From an optimization exercise on the open Yosys and OpenROAD flow, aimed at small area, a short achievable clock period and few clock cycles per item; shortcuts taken in it are not production practice.
Power and IR drop assume default switching activity.

==> wip/maple <==
## baseband_test_wrapper
module baseband_test_wrapper (
    input  logic        clk,
    input  logic        aresetn,
    input  logic [31:0] s_axil_awaddr,
    input  logic [2:0]  s_axil_awprot,
    input  logic        s_axil_awvalid,
    output logic        s_axil_awready,
    input  logic [31:0] s_axil_wdata,
    input  logic [3:0]  s_axil_wstrb,
    input  logic        s_axil_wvalid,
    output logic        s_axil_wready,
    output logic [1:0]  s_axil_bresp,
    output logic        s_axil_bvalid,
    input  logic        s_axil_bready,
    input  logic [31:0] s_axil_araddr,
    input  logic [2:0]  s_axil_arprot,
    input  logic        s_axil_arvalid,
    output logic        s_axil_arready,
    output logic [31:0] s_axil_rdata,
    output logic [1:0]  s_axil_rresp,
    output logic        s_axil_rvalid,
    input  logic        s_axil_rready,
    input  logic [31:0] s_axis_tdata,
    input  logic        s_axis_tvalid,
    output logic        s_axis_tready,
    output logic [31:0] m_axi_awaddr,
    output logic [7:0]  m_axi_awlen,
    output logic [2:0]  m_axi_awsize,
    output logic [1:0]  m_axi_awburst,
    output logic        m_axi_awvalid,
    input  logic        m_axi_awready,
    output logic [31:0] m_axi_wdata,
    output logic [3:0]  m_axi_wstrb,
    output logic        m_axi_wlast,
    output logic        m_axi_wvalid,
    input  logic        m_axi_wready,
    input  logic [1:0]  m_axi_bresp,
    input  logic        m_axi_bvalid,
    output logic        m_axi_bready
);
clock: 13.0 ns
lec_check: 0
cap_margin: 20
core_margin: 2
core_utilization: 40
slew_margin: 20
run.sh (not shown) runs the stock make flow with config.mk's settings and CLKGATE_MAP_FILE= SYNTH_SCRIPT=/design/flow/synth_recipe.tcl, a recipe that flattens the netlist after the stock synthesis.
==> inputs of wip/quartz, as changes to wip/maple <==
==> flow/design.v (replaced) <==
`timescale 1ns/1ps
module baseband_test_wrapper (
    input  logic        clk,
    input  logic        aresetn,
    input  logic [31:0] s_axil_awaddr,
    input  logic [2:0]  s_axil_awprot,
    input  logic        s_axil_awvalid,
    output logic        s_axil_awready,
    input  logic [31:0] s_axil_wdata,
    input  logic [3:0]  s_axil_wstrb,
    input  logic        s_axil_wvalid,
    output logic        s_axil_wready,
    output logic [1:0]  s_axil_bresp,
    output logic        s_axil_bvalid,
    input  logic        s_axil_bready,
    input  logic [31:0] s_axil_araddr,
    input  logic [2:0]  s_axil_arprot,
    input  logic        s_axil_arvalid,
    output logic        s_axil_arready,
    output logic [31:0] s_axil_rdata,
    output logic [1:0]  s_axil_rresp,
    output logic        s_axil_rvalid,
    input  logic        s_axil_rready,
    input  logic [31:0] s_axis_tdata,
    input  logic        s_axis_tvalid,
    output logic        s_axis_tready,
    output logic [31:0] m_axi_awaddr,
    output logic [7:0]  m_axi_awlen,
    output logic [2:0]  m_axi_awsize,
    output logic [1:0]  m_axi_awburst,
    output logic        m_axi_awvalid,
    input  logic        m_axi_awready,
    output logic [31:0] m_axi_wdata,
    output logic [3:0]  m_axi_wstrb,
    output logic        m_axi_wlast,
    output logic        m_axi_wvalid,
    input  logic        m_axi_wready,
    input  logic [1:0]  m_axi_bresp,
    input  logic        m_axi_bvalid,
    output logic        m_axi_bready
);
    localparam int AWD = 7;    
    logic        bvalid_q;
    logic        rvalid_q;
    logic        rpend_q;
    logic [8:0]  raddr_q;
    logic [31:0] rdata_q;
    logic        dma_en_q, al_en_q;
    logic [31:0] base_q, len_q, cyc_q, max_q;
    logic [31:0] cnt_q;
    logic        run_q;           
    logic [65:0] left_q;          
    logic [5:0]  pend_q;          
    logic        busy_q;          
    logic [5:0]  step_q;          
    logic        kc_q;            
    logic        tready_q;
    logic [4:0]  infl_q;          
    logic        awvalid_q;
    logic [2:0]  awcnt_q;         
    logic [29:0] awaddr_q;
    logic [31:0] awleft_q;        
    logic        wvalid_q, skv_q;
    logic [31:0] wdata_q, skd_q;
    logic        lite_rdy;
    logic        wr_fire, rd_fire;
    logic        start;
    logic        fire;
    logic        aw_pop, w_pop;
    logic        last_step;
    logic        cbit, kbit;
    logic [33:0] msum;
    logic        ovf;
    logic        pnz;
    logic [5:0]  pend_1;
    logic        ok_bound, ok_exact;
    logic [2:0]  awcnt_n;
    logic [1:0]  wcnt_n;
    logic        room;
    logic [31:0] rd_mux;
    logic        unused_bits;
    assign unused_bits = ^{s_axil_awaddr[31:9], s_axil_awprot,
                           s_axil_wstrb, s_axil_araddr[31:9],
                           s_axil_arprot, m_axi_bresp};
    assign lite_rdy       = ~bvalid_q & ~busy_q;
    assign s_axil_awready = lite_rdy;
    assign s_axil_wready  = lite_rdy;
    assign wr_fire        = lite_rdy & s_axil_awvalid & s_axil_wvalid;
    assign s_axil_bvalid  = bvalid_q;
    assign s_axil_bresp   = 2'b00;
    assign s_axil_arready = ~rpend_q & ~rvalid_q & ~busy_q;
    assign rd_fire        = s_axil_arvalid & s_axil_arready;
    assign s_axil_rvalid  = rvalid_q;
    assign s_axil_rdata   = rdata_q;
    assign s_axil_rresp   = 2'b00;
    assign start = wr_fire & ~s_axil_awaddr[8] &
                   (s_axil_awaddr[7:0] == 8'h20) & dma_en_q;
    assign s_axis_tready = tready_q;
    assign fire          = s_axis_tvalid & tready_q;
    assign m_axi_awaddr  = {awaddr_q, base_q[1:0]};
    assign m_axi_awlen   = 8'd0;
    assign m_axi_awsize  = 3'd2;
    assign m_axi_awburst = 2'b01;
    assign m_axi_awvalid = awvalid_q;
    assign m_axi_wdata   = wdata_q;
    assign m_axi_wstrb   = 4'hF;
    assign m_axi_wlast   = 1'b1;
    assign m_axi_wvalid  = wvalid_q;
    assign m_axi_bready  = 1'b1;
    assign aw_pop = awvalid_q & m_axi_awready;
    assign w_pop  = wvalid_q & m_axi_wready;
    assign last_step = step_q[5];
    assign cbit      = cyc_q[0] & ~last_step;
    assign kbit      = cbit ^ kc_q;
    assign msum      = {1'b0, left_q[65:33]} +
                       {2'b0, (kbit ? len_q : 32'd0)} + {33'd0, kbit};
    assign ovf = (&len_q) & (&cyc_q);
    assign pnz    = (pend_q != 6'd0);
    assign pend_1 = pend_q + 6'd1;
    assign ok_bound = ~ovf & ((|len_q[31:6]) |
                              (fire ? (pend_1 <= len_q[5:0])
                                    : (pend_q <= len_q[5:0])));
    assign ok_exact = (|left_q[63:6]) |
                      (fire ? (left_q[5:0] > pend_1) : (left_q[5:0] > pend_q));
    assign awcnt_n = awcnt_q + {2'b0, fire} - {2'b0, aw_pop};
    assign wcnt_n  = {1'b0, wvalid_q} + {1'b0, skv_q} + {1'b0, fire}
                     - {1'b0, w_pop};
    assign room    = (awcnt_n < AWD[2:0]) & (wcnt_n < 2'd2) & ~infl_q[4];
    always_comb begin
        rd_mux = 32'd0;
        if (!raddr_q[8]) begin
            case (raddr_q[7:0])
                8'h00:   rd_mux = {31'd0, dma_en_q};
                8'h10:   rd_mux = base_q;
                8'h14:   rd_mux = len_q;
                8'h18:   rd_mux = cyc_q;
                8'h20:   rd_mux = left_q[31:0];
                8'h24:   rd_mux = left_q[63:32];
                default: rd_mux = 32'd0;
            endcase
        end else begin
            case (raddr_q[7:0])
                8'h00:   rd_mux = {31'd0, al_en_q};
                8'h04:   rd_mux = cnt_q;
                8'h0C:   rd_mux = max_q;
                default: rd_mux = 32'd0;
            endcase
        end
    end
    always_ff @(posedge clk) begin
        if (rd_fire) raddr_q <= s_axil_araddr[8:0];
        if (rpend_q && (!pnz || tready_q)) rdata_q <= rd_mux;
        if (start) begin
            awaddr_q <= base_q[31:2];
            awleft_q <= len_q;
        end else if (aw_pop) begin
            if (awleft_q == 32'd0) begin
                awaddr_q <= base_q[31:2];
                awleft_q <= len_q;
            end else begin
                awaddr_q <= awaddr_q + 30'd1;
                awleft_q <= awleft_q - 32'd1;
            end
        end
        if (!wvalid_q || w_pop) begin
            if (skv_q)     wdata_q <= skd_q;
            else if (fire) wdata_q <= s_axis_tdata;
        end
        if (fire) skd_q <= s_axis_tdata;
    end
    always_ff @(posedge clk) begin
        if (!aresetn) begin
            bvalid_q  <= 1'b0;
            rvalid_q  <= 1'b0;
            rpend_q   <= 1'b0;
            dma_en_q  <= 1'b0;
            al_en_q   <= 1'b0;
            base_q    <= 32'd0;
            len_q     <= 32'd0;
            cyc_q     <= 32'd0;
            max_q     <= 32'd0;
            cnt_q     <= 32'd0;
            run_q     <= 1'b0;
            left_q    <= 66'd0;
            pend_q    <= 6'd0;
            busy_q    <= 1'b0;
            step_q    <= 6'd0;
            kc_q      <= 1'b0;
            tready_q  <= 1'b0;
            infl_q    <= 5'd0;
            awvalid_q <= 1'b0;
            awcnt_q   <= 3'd0;
            wvalid_q  <= 1'b0;
            skv_q     <= 1'b0;
        end else begin
            if (wr_fire) begin
                bvalid_q <= 1'b1;
                if (!s_axil_awaddr[8]) begin
                    case (s_axil_awaddr[7:0])
                        8'h00: begin
                            dma_en_q <= s_axil_wdata[0];
                            if (!s_axil_wdata[0]) run_q <= 1'b0;
                        end
                        8'h10: base_q <= s_axil_wdata;
                        8'h14: len_q  <= s_axil_wdata;
                        8'h18: cyc_q  <= s_axil_wdata;
                        default: ;
                    endcase
                end else begin
                    case (s_axil_awaddr[7:0])
                        8'h00: al_en_q <= s_axil_wdata[0];
                        8'h0C: max_q   <= s_axil_wdata;
                        default: ;
                    endcase
                end
            end else if (s_axil_bready) begin
                bvalid_q <= 1'b0;
            end
            if (rd_fire) begin
                rpend_q <= 1'b1;
            end else if (rpend_q && (!pnz || tready_q)) begin
                rpend_q  <= 1'b0;
                rvalid_q <= 1'b1;
            end else if (rvalid_q && s_axil_rready) begin
                rvalid_q <= 1'b0;
            end
            if (fire) cnt_q <= cnt_q + 32'd1;
            if (start) begin
                run_q  <= 1'b1;
                left_q <= 66'd0;
                pend_q <= 6'd0;
                busy_q <= 1'b1;
                step_q <= 6'd0;
                kc_q   <= 1'b1;
            end else if (busy_q) begin
                left_q <= {msum, left_q[32:1]};
                pend_q <= pend_q + {5'd0, fire};
                kc_q   <= cbit & kc_q;
                if (!last_step) cyc_q <= {cyc_q[0], cyc_q[31:1]};
                step_q <= step_q + 6'd1;
                if (step_q == 6'd32) busy_q <= 1'b0;
            end else begin
                left_q <= left_q - {65'd0, pnz};
                pend_q <= pend_q + {5'd0, fire} - {5'd0, pnz};
            end
            tready_q <= start ? (al_en_q & ~ovf & room)
                              : (run_q & dma_en_q & al_en_q & room &
                                 (busy_q ? ok_bound : ok_exact));
            infl_q <= infl_q + {4'd0, fire} - {4'd0, m_axi_bvalid};
            awcnt_q   <= awcnt_n;
            awvalid_q <= (awcnt_n != 3'd0);
            if (!wvalid_q || w_pop) begin
                if (skv_q) begin
                    skv_q <= fire;
                end else begin
                    wvalid_q <= fire;
                end
            end else if (fire) begin
                skv_q <= 1'b1;
            end
        end
    end
endmodule
==> notes.md <==
Outcome: wip/maple no timing/DRC/antenna violations; wip/quartz no timing/DRC/antenna violations
Internal cell power: wip/maple 0.00396 W; wip/quartz 0.00290 W
Post-placement setup slack: wip/maple 6.06 ns; wip/quartz 6.49 ns
Number of signal-net inverters in the final layout: wip/maple 56; wip/quartz 70
Met2 demand-to-capacity share in global routing: wip/maple 0.408; wip/quartz 0.383
Routed WL: wip/maple 89.3 mm; wip/quartz 69.2 mm
Multi-input gate share of total cell area: wip/maple 0.532; wip/quartz 0.443
Final Critical Period: wip/maple 7.26 ns; wip/quartz 5.88 ns
Synthesized area per cell: wip/maple 7.48 um^2; wip/quartz 9.24 um^2
Post-synthesis xor/xnor area fraction: wip/maple 0.0341; wip/quartz 0.0710
Count of inserted tapcells: wip/maple 837; wip/quartz 756
Simple-Gate Fraction of Synth Area: wip/maple 0.252; wip/quartz 0.197
Wire length of the first global-routing pass: wip/maple 136 mm; wip/quartz 107 mm
Overall power: wip/maple 0.00775 W; wip/quartz 0.00450 W
Switching part of the total power: wip/maple 0.489; wip/quartz 0.355
Number of DRC violations after detailed-routing iteration 0: wip/maple 2585; wip/quartz 1552
Tcrit/Tclk final: wip/maple 0.558; wip/quartz 0.452
Reported leakage power: wip/maple 10.2 nW; wip/quartz 9.86 nW
Non-clock buffer count: wip/maple 234; wip/quartz 220
Fin util: wip/maple 0.472; wip/quartz 0.476
Clock tree skew after final layout: wip/maple 0.0200 ns; wip/quartz 0.0128 ns
Area grow syn2layout: wip/maple 16.1%; wip/quartz 17.4%
End point of the critical path: wip/maple tready_q$_SDFF_PN0_; wip/quartz awaddr_q[1]$_DFFE_PP_
Met1 Use GR: wip/maple 0.378; wip/quartz 0.303
Clock buffer cells: wip/maple 70; wip/quartz 68
Sum of met3 wire segment lengths after detailed routing: wip/maple 7.53 mm; wip/quartz 4.48 mm
Number of flip-flops and latches: wip/maple 421; wip/quartz 425
No functional check of the RTL was part of any run of this note.

static timing again, ports no longer ideal:
The results above use ideal ports. As a check the final layouts listed here were re-extracted and re-timed, cells and wires unchanged. Step 1 sets driving cells, clkbuf_16 on the clock port and buf_2 on the other inputs (assumed; they add their load-dependent delay and slew). Step 2 moves the port delays by t, midway between the first and last clock arrival at a register: inputs arrive t later, outputs are due t later. That takes back most of the time a late clock gives input paths. Three values: ideal ports, drivers, drivers and shift; two values: the first two.
| run | shift t [ns] | setup slack, ns | worst data-port slew with drivers (ns) |
|---|---|---|---|
| wip/maple | 0.675 | 5.745 / 5.745 / 5.745 | 0.06 |
| wip/quartz | 0.631 | 7.121 / 7.148 / 6.517 | 0.07 |
After both steps setup and hold are still met in every run listed. The setup slack of wip/quartz, which loses most, moves by +0.027 ns with the drivers and by -0.604 ns with both steps.
